From an optimization exercise on the open Yosys and OpenROAD flow, aimed at small area; shortcuts taken in it are not production practice. In this exercise RTL edits were held to simulation tests only and were not proved equivalent to the original. Power and IR drop assume default switching activity.

==> design/flow/design.v <==
package matx_pkg;
  typedef struct packed {
    logic       valid;
    logic [7:0] data;
  } stream_byte_t;
  typedef logic [7:0] element_t;
  typedef element_t [4*4-1:0] matrix_t;
  typedef logic [18-1:0] result_t;
  typedef result_t [4*4-1:0] result_matrix_t;
  typedef enum logic [1:0] {
    S_SCAN,
    S_LOAD,
    S_MULT,
    S_EMIT
  } ctrl_state_e;
endpackage
`timescale 1ns/1ps
module matx_top (
  input  logic         clk,
  input  logic         reset_n,
  input  matx_pkg::stream_byte_t byte_in,
  output matx_pkg::stream_byte_t char_out,
  output logic         busy
);
  localparam logic [1:0] S_SCAN = 2'd0;
  localparam logic [1:0] S_SKIP = 2'd1;
  localparam logic [1:0] S_LOAD = 2'd2;
  localparam logic [1:0] S_BUSY = 2'd3;
  localparam logic [63:0] TAG = "MATX_TAG";
  logic [1:0] state;
  logic [5:0] cnt;
  logic [1:0] vi;      
  logic [1:0] vj;      
  wire       valid = byte_in.valid;
  wire [7:0] data  = byte_in.data;
  wire st_scan = (state == S_SCAN);
  wire st_load = (state == S_LOAD);
  wire st_busy = (state == S_BUSY);
  wire [7:0] tag_ch   = TAG[8*(7-cnt[2:0]) +: 8];
  wire       tag_hit  = (data == tag_ch);
  wire       tag_m    = (data == TAG[63:56]);
  wire       line_end = (data == 8'h0D) || (data == 8'h0A);
  wire       accept   = st_load && valid && !line_end;
  wire [3:0] nib      = data[6] ? data[3:0] + 4'd9 : data[3:0];
  wire       comp     = st_busy && !cnt[5];
  wire [1:0] kk       = cnt[1:0];
  wire [2:0] bb       = cnt[4:2];
  wire       row_end  = (vj == 2'd3);
  wire       slot_end = row_end ? (cnt == 6'd40) : (cnt == 6'd36);
  wire       a_long   = st_busy && row_end && (cnt >= 6'd37);
  logic [127:0] a_r;
  wire a_hi_ld  = accept && !cnt[5] && !cnt[0];
  wire a_lo_ld  = accept && !cnt[5] &&  cnt[0];
  wire a_all    = a_hi_ld || a_long;
  wire a_grp0   = a_all || comp;
  wire [7:0] a_in  = st_load ? {nib, nib} : a_r[7:0];
  wire [7:0] a_in3 = comp ? a_r[7:0] : a_r[39:32];
  always_ff @(posedge clk) begin
    if (a_grp0) a_r[31:0] <= {a_in3, a_r[31:8]};
    if (a_all)  a_r[119:32] <= a_r[127:40];
    if (a_all)  a_r[127:124] <= a_in[7:4];
    if (a_all || a_lo_ld) a_r[123:120] <= a_in[3:0];
  end
  logic [31:0] b_r [4];
  genvar gc;
  generate
    for (gc = 0; gc < 4; gc++) begin : g_bcol
      wire sel   = cnt[5] && (cnt[2:1] == 2'(gc));
      wire shift = (accept && sel && !cnt[0]) || comp;
      wire lo    = accept && sel && cnt[0];
      wire [7:0] b_in = st_load ? {nib, nib} : b_r[gc][7:0];
      always_ff @(posedge clk) begin
        if (shift) b_r[gc][23:0] <= b_r[gc][31:8];
        if (shift) b_r[gc][31:28] <= b_in[7:4];
        if (shift || lo) b_r[gc][27:24] <= b_in[3:0];
      end
    end
  endgenerate
  logic [10:0] acc_h;
  logic [7:0]  acc_l;
  wire         a_bit  = comp && a_r[bb];
  wire [7:0]   b_head = b_r[vj][7:0];
  wire [7:0]   addend = a_bit ? b_head : 8'd0;
  wire [10:0]  h_base = (cnt == 6'd0) ? 11'd0 : acc_h;
  wire [10:0]  sum    = h_base + {3'd0, addend};
  wire         shr    = comp && (kk == 2'd3);
  always_ff @(posedge clk) begin
    acc_h <= shr ? {1'b0, sum[10:1]} : sum;
    if (shr) acc_l <= {sum[0], acc_l[7:1]};
  end
  logic [3:0] dnib;
  always_comb begin
    case (cnt[2:0])
      3'd0:    dnib = {2'b00, acc_h[9:8]};
      3'd1:    dnib = acc_h[7:4];
      3'd2:    dnib = acc_h[3:0];
      3'd3:    dnib = acc_l[7:4];
      default: dnib = acc_l[3:0];
    endcase
  end
  wire [7:0] hex_ch = (dnib > 4'd9) ? 8'h37 + {4'd0, dnib} : 8'h30 + {4'd0, dnib};
  logic [7:0] ch;
  always_comb begin
    case (cnt)
      6'd0:    ch = (vj == 2'd0) ? "[" : ",";
      6'd1:    ch = " ";
      6'd37:   ch = " ";
      6'd38:   ch = "]";
      6'd39:   ch = 8'h0D;
      6'd40:   ch = 8'h0A;
      default: ch = hex_ch;
    endcase
  end
  assign char_out.valid = st_busy && (cnt[5] || (cnt[4:1] == 4'd0));
  assign char_out.data  = ch;
  assign busy           = st_busy;
  always_ff @(posedge clk) begin
    if (!reset_n) begin
      state <= S_SCAN;
      cnt   <= 6'd0;
    end else begin
      case (state)
        S_SCAN: if (valid) begin
          if (tag_hit) begin
            if (cnt[2:0] == 3'd7) begin
              state <= S_SKIP;
              cnt   <= 6'd0;
            end else begin
              cnt <= cnt + 6'd1;
            end
          end else begin
            cnt <= {5'd0, tag_m};
          end
        end
        S_SKIP: state <= S_LOAD;
        S_LOAD: if (accept) begin
          cnt <= cnt + 6'd1;
          if (cnt == 6'd63) state <= S_BUSY;
        end
        default: begin
          if (slot_end) begin
            cnt <= 6'd0;
            if (vi == 2'd3 && row_end) state <= S_SCAN;
          end else begin
            cnt <= cnt + 6'd1;
          end
        end
      endcase
    end
  end
  always_ff @(posedge clk) begin
    if (!st_busy) begin
      vi <= 2'd0;
      vj <= 2'd0;
    end else if (slot_end) begin
      vj <= vj + 2'd1;
      if (row_end) vi <= vi + 2'd1;
    end
  end
endmodule
==> design/flow/run.sh <==
#!/bin/bash
# synth_recipe.tcl (not shown) runs the flow's synth.tcl, then flattens the netlist and writes it again
# the make line also repeats each setting of config.mk as NAME=value (left out here)
make -C /OpenROAD-flow-scripts/flow DESIGN_CONFIG=/design/flow/config.mk WORK_HOME=/design/flow/orfs CLKGATE_MAP_FILE= SYNTH_SCRIPT=/design/flow/synth_recipe.tcl finish
==> design/flow/config.mk <==
export PLATFORM = sky130hd
export DESIGN_NAME = matx_top
export DESIGN_NICKNAME = matx_top
export VERILOG_FILES = /design/flow/design.v
export SDC_FILE = /design/flow/constraint.sdc
export NUM_CORES = 4
export LEC_CHECK = 0
export CAP_MARGIN = 20
export CORE_MARGIN = 2
export CORE_UTILIZATION = 40
export PLACE_DENSITY = 0.6
export SLEW_MARGIN = 20
==> design/flow/constraint.sdc <==
create_clock -name core_clock -period 12.0 [get_ports {clk}]
set_input_delay 2.4000 -clock core_clock [delete_from_list [all_inputs] [get_ports {clk}]]
set_output_delay 2.4000 -clock core_clock [all_outputs]
set_load 0.01 [all_outputs]
==> impl_metrics.json <==
{
  "run_status": "complete, no violations",
  "area_of_the_die_um2": 29290,
  "max_freq_mhz": 149.7,
  "grt_pass1_wl_mm": 31.80,
  "cpLargestDelayFamily": "buffers and inverters",
  "dp.final_hpwl_mm": 12.81,
  "maximum_number_of_pins_on_one_net_before_global_route_repair": 94,
  "cts_buffers": 29,
  "antenna_violating_nets_post_route": 0,
  "floorplan.rows": 61,
  "synthesis.yosys.warnings": 2,
  "largest_family_of_logic_cells_by_synthesized_area": "compound AO/OA/AOI/OAI gates",
  "syn_inst": 747,
  "htree_levels": 1,
  "yosys_register_bits": 287,
  "sw_frac_of_total_pct": 19.25,
  "arrival_ns": 4.28,
  "clk_path_buf_depth": 3,
  "max-cap-violations": 0,
  "power.sequential.fraction_pct": 54.4,
  "switching_power_total_mw": 0.3803,
  "io_pins": 21,
  "rsz_0062_raised_after_global_routing": "false",
  "syn_area_um2": 11180,
  "clkTransAtPathRegs_ns": 0.06,
  "finalHoldViolations": 0,
  "cellLeakagePower_nw": 3.996,
  "post_drt_via_cell_ratio": 4.987,
  "cts_num_sinks": 287,
  "synth_edf_count": 264,
  "comb_power_share_pct": 1.3,
  "clk-insertion-delay-late_ns": 0.55,
  "finalSetupViolations": 0,
  "gr_ovfl_total": 0,
  "die_w_um": 171.2,
  "yosys.area_share.adder_pct": 4.098,
  "clkPwrFrac_pct": 44.3,
  "vias_in_the_first_global_route": 5625,
  "initial_utilization_pct": 40.45,
  "design_power_total_mw": 1.975,
  "post_route_cells_drive_above_1_share_pct": 7.179,
  "crit_path_cell_trace": "inv_1 -> ha_1 -> a21oi_2 -> mux2i_1 -> ha_1 -> nor2_1 -> o21a_1 -> or3_1 -> o311ai_1 -> clkdlybuf4s50_1",
  "ff2ff_setup_slack_ns": 7.99,
  "postSynth.topFlopCell": "sky130_fd_sc_hd__edfxtp_1",
  "route.detailed.drc": 0,
  "synth_nets": 794,
  "critical_path_top_delay_cell": "sky130_fd_sc_hd__dfxtp_1",
  "start_kind": "flop",
  "mean_area_per_synthesized_cell_um2": 14.96,
  "die_y_um": 171.2,
  "gr-usage-all-layers_pct": 13.95,
  "setup.worst_path.class": "flop to output port",
  "synth_compound_gate_area_share_pct": 7.714,
  "drt-initial-drc-count": 579,
  "critPathRequiredTime_ns": 9.60,
  "crit_fanout": 24,
  "antenna_cells_inserted": 0,
  "design.final.nets": 821,
  "cts.root.buffer_cell": "sky130_fd_sc_hd__clkbuf_16",
  "clock_tree_from_tritoncts": "built",
  "power_density_nw_per_um2": 155.6,
  "endpoint_kind": "output port",
  "route.vias.total": 5845,
  "cts_hold_buffers": 0,
  "antenna_violations_before_repair": 0,
  "mostFrequentLayoutCell": "sky130_fd_sc_hd__edfxtp_1",
  "setup_tns_ns": 0,
  "portBuffers": 19,
  "firstDrtPassIters": 5,
  "min_path_type": "flop to flop",
  "synth_seq_area_share_pct": 75.06,
  "post_cts_buffers": 0,
  "synthToLayoutAreaGrowth_pct": 13.62,
  "muxShareOfSynthArea_pct": 1.299,
  "async_flop_share_pct": 0,
  "report.final.slew_viol_count": 0,
  "routabilityCongestion": 0.8124,
  "post_synth_and_or_nand_nor_area_fraction_pct": 7.255,
  "cells_resized_by_post_cts_repair": 0,
  "drt_wl_total_mm": 20.18,
  "most-common-layout-cells": "sky130_fd_sc_hd__edfxtp_1 (264), sky130_fd_sc_hd__o21ai_0 (68), sky130_fd_sc_hd__nand2_1 (59), sky130_fd_sc_hd__inv_1 (55), sky130_fd_sc_hd__nor2_1 (42)",
  "timing.critical_path.slowest_cell_delay_ns": 0.89,
  "post_synth_xor_area_fraction_pct": 1.646,
  "synth.lib_cells_used.distinct": 59,
  "core_footprint_um2": 27630,
  "cellInternalPower_mw": 1.595,
  "final.period_utilization_pct": 55.68,
  "timing.final.crit_period_ns": 6.681,
  "finClkSkew_ns": 0.01669,
  "worstPathBufferInverterCount": 2,
  "tightest_slew_ns": 0.9051,
  "vdd_drop_max_mv": 0.1139,
  "crit_path_frequent_cell": "sky130_fd_sc_hd__ha_1",
  "relSlewSlack_pct": 39.52,
  "detail_route.wl_per_cell_um": 17.22
}
## cells by family after synthesis
family          count (synthesis)
mux                            12
flops                         287
compound gates                139
xor+xnor                       21
simple gates                  169
other cells                     1
buf+inv                        82
fa+ha+maj                      36
## cell type report
class | count | area [um2]
tap | 378 | 473.0
clock buffer | 35 | 748.2
inverter | 55 | 206.4
sequential | 287 | 8388
clock inverter | 16 | 171.4
timing repair buffer | 23 | 224.0
fill | 2427 | 14930
multi-input combinational | 378 | 2487
## metal layers
layer  track usage (%)  wire length (um)  up-vias
met4             3.685               391        0
met5                 0                 0        -
li1                  -                 -     2807
met3             2.406               973       35
met2             20.00              8749      143
met1             21.84             10070     2860
## state kept, by name, indices dropped and copies added, names as in the netlist
signal	flops
a_r	128
acc_h	11
acc_l	8
b_r	128
cnt	6
state	2
vi	2
vj	2
## Yosys cell counts, drive strengths merged, types with 3 or more instances
master  number  area, um2
edfxtp     264       7928
o21ai       69      345.3
nand2       63      236.5
inv         55      206.5
nor2        42      157.7
ha          35      437.9
a21oi       26      137.6
dfxtp       23      460.4
clkbuf      21      78.83
xnor2       12      105.1
a222oi      10      100.1
and2        10      62.56
mux2i       10      100.1
xor2         9      78.83
nor2b        7      43.79
and3         6      37.54
buf          6      38.79
nand3        6      30.03
or3          6      37.54
nand2b       5      31.28
nor3         5      25.02
nand4        4      25.02
a21o         3      22.52
a221o        3      30.03
a22oi        3      22.52
a31oi        3      18.77
nor3b        3      22.52
o211ai       3      22.52
o31a         3      26.28
## through the flow
step                      std cells  hold WS [ns]  setup slack (ns)  cell area [um2]  util, %
after CTS                      1172        0.4168             5.310            12680    45.91
after detailed placement       1121        0.4045             5.881            11770    42.58
after global routing           1172        0.4214             4.851            12700    45.96
after floorplan                 747        0.4003            0.5518            11180        -
after global placement         1121        0.4001             6.006            11770    42.58
final                          1172        0.4087             5.319            12700    45.96
## power by group through the flow
stage          Combinational (mW)  Clock [mW]  Sequential [mW]
3_5_place_dp               0.0248           0             1.10
4_1_cts                    0.0250       0.896             1.08
5_1_grt                    0.0278       0.937             1.07
6_report                   0.0250       0.875             1.08
2_1_floorplan              0.0148           0             1.10
3_3_place_gp               0.0246           0             1.10
## final timing paths
kind	depth (start not counted)	end	start
setup / recovery	10	char_out[1]	cnt[2]
hold / removal	0	b_r[1][7]	b_r[1][15]
setup reg to reg	11	acc_h[9]	cnt[2]
hold reg to reg	0	b_r[1][7]	b_r[1][15]

==> static timing again, ports no longer ideal <==
No port has a modelled driver above. Below, the same layout with a new extraction and two added sets of constraints. Step 1 assumes that a clkbuf_16 drives the clock port and a buf_2 every other input. Step 2 also shifts input and output timing later by t, the mid clock arrival at the registers, as if the neighbouring blocks saw the same clock. Three values: no drivers, after step 1, after step 2; two values: the first two.
t (ns): 0.591
setup WS [ns]: 5.319 / 5.271 / 5.862
clock arrival spread, ns: 0.017 / 0.017
worst slew at a driven data input, ns: 0.03
After both steps this run still meets setup and hold. For this run, drivers alone change the setup slack by -0.048 ns; drivers and shift together by +0.543 ns.
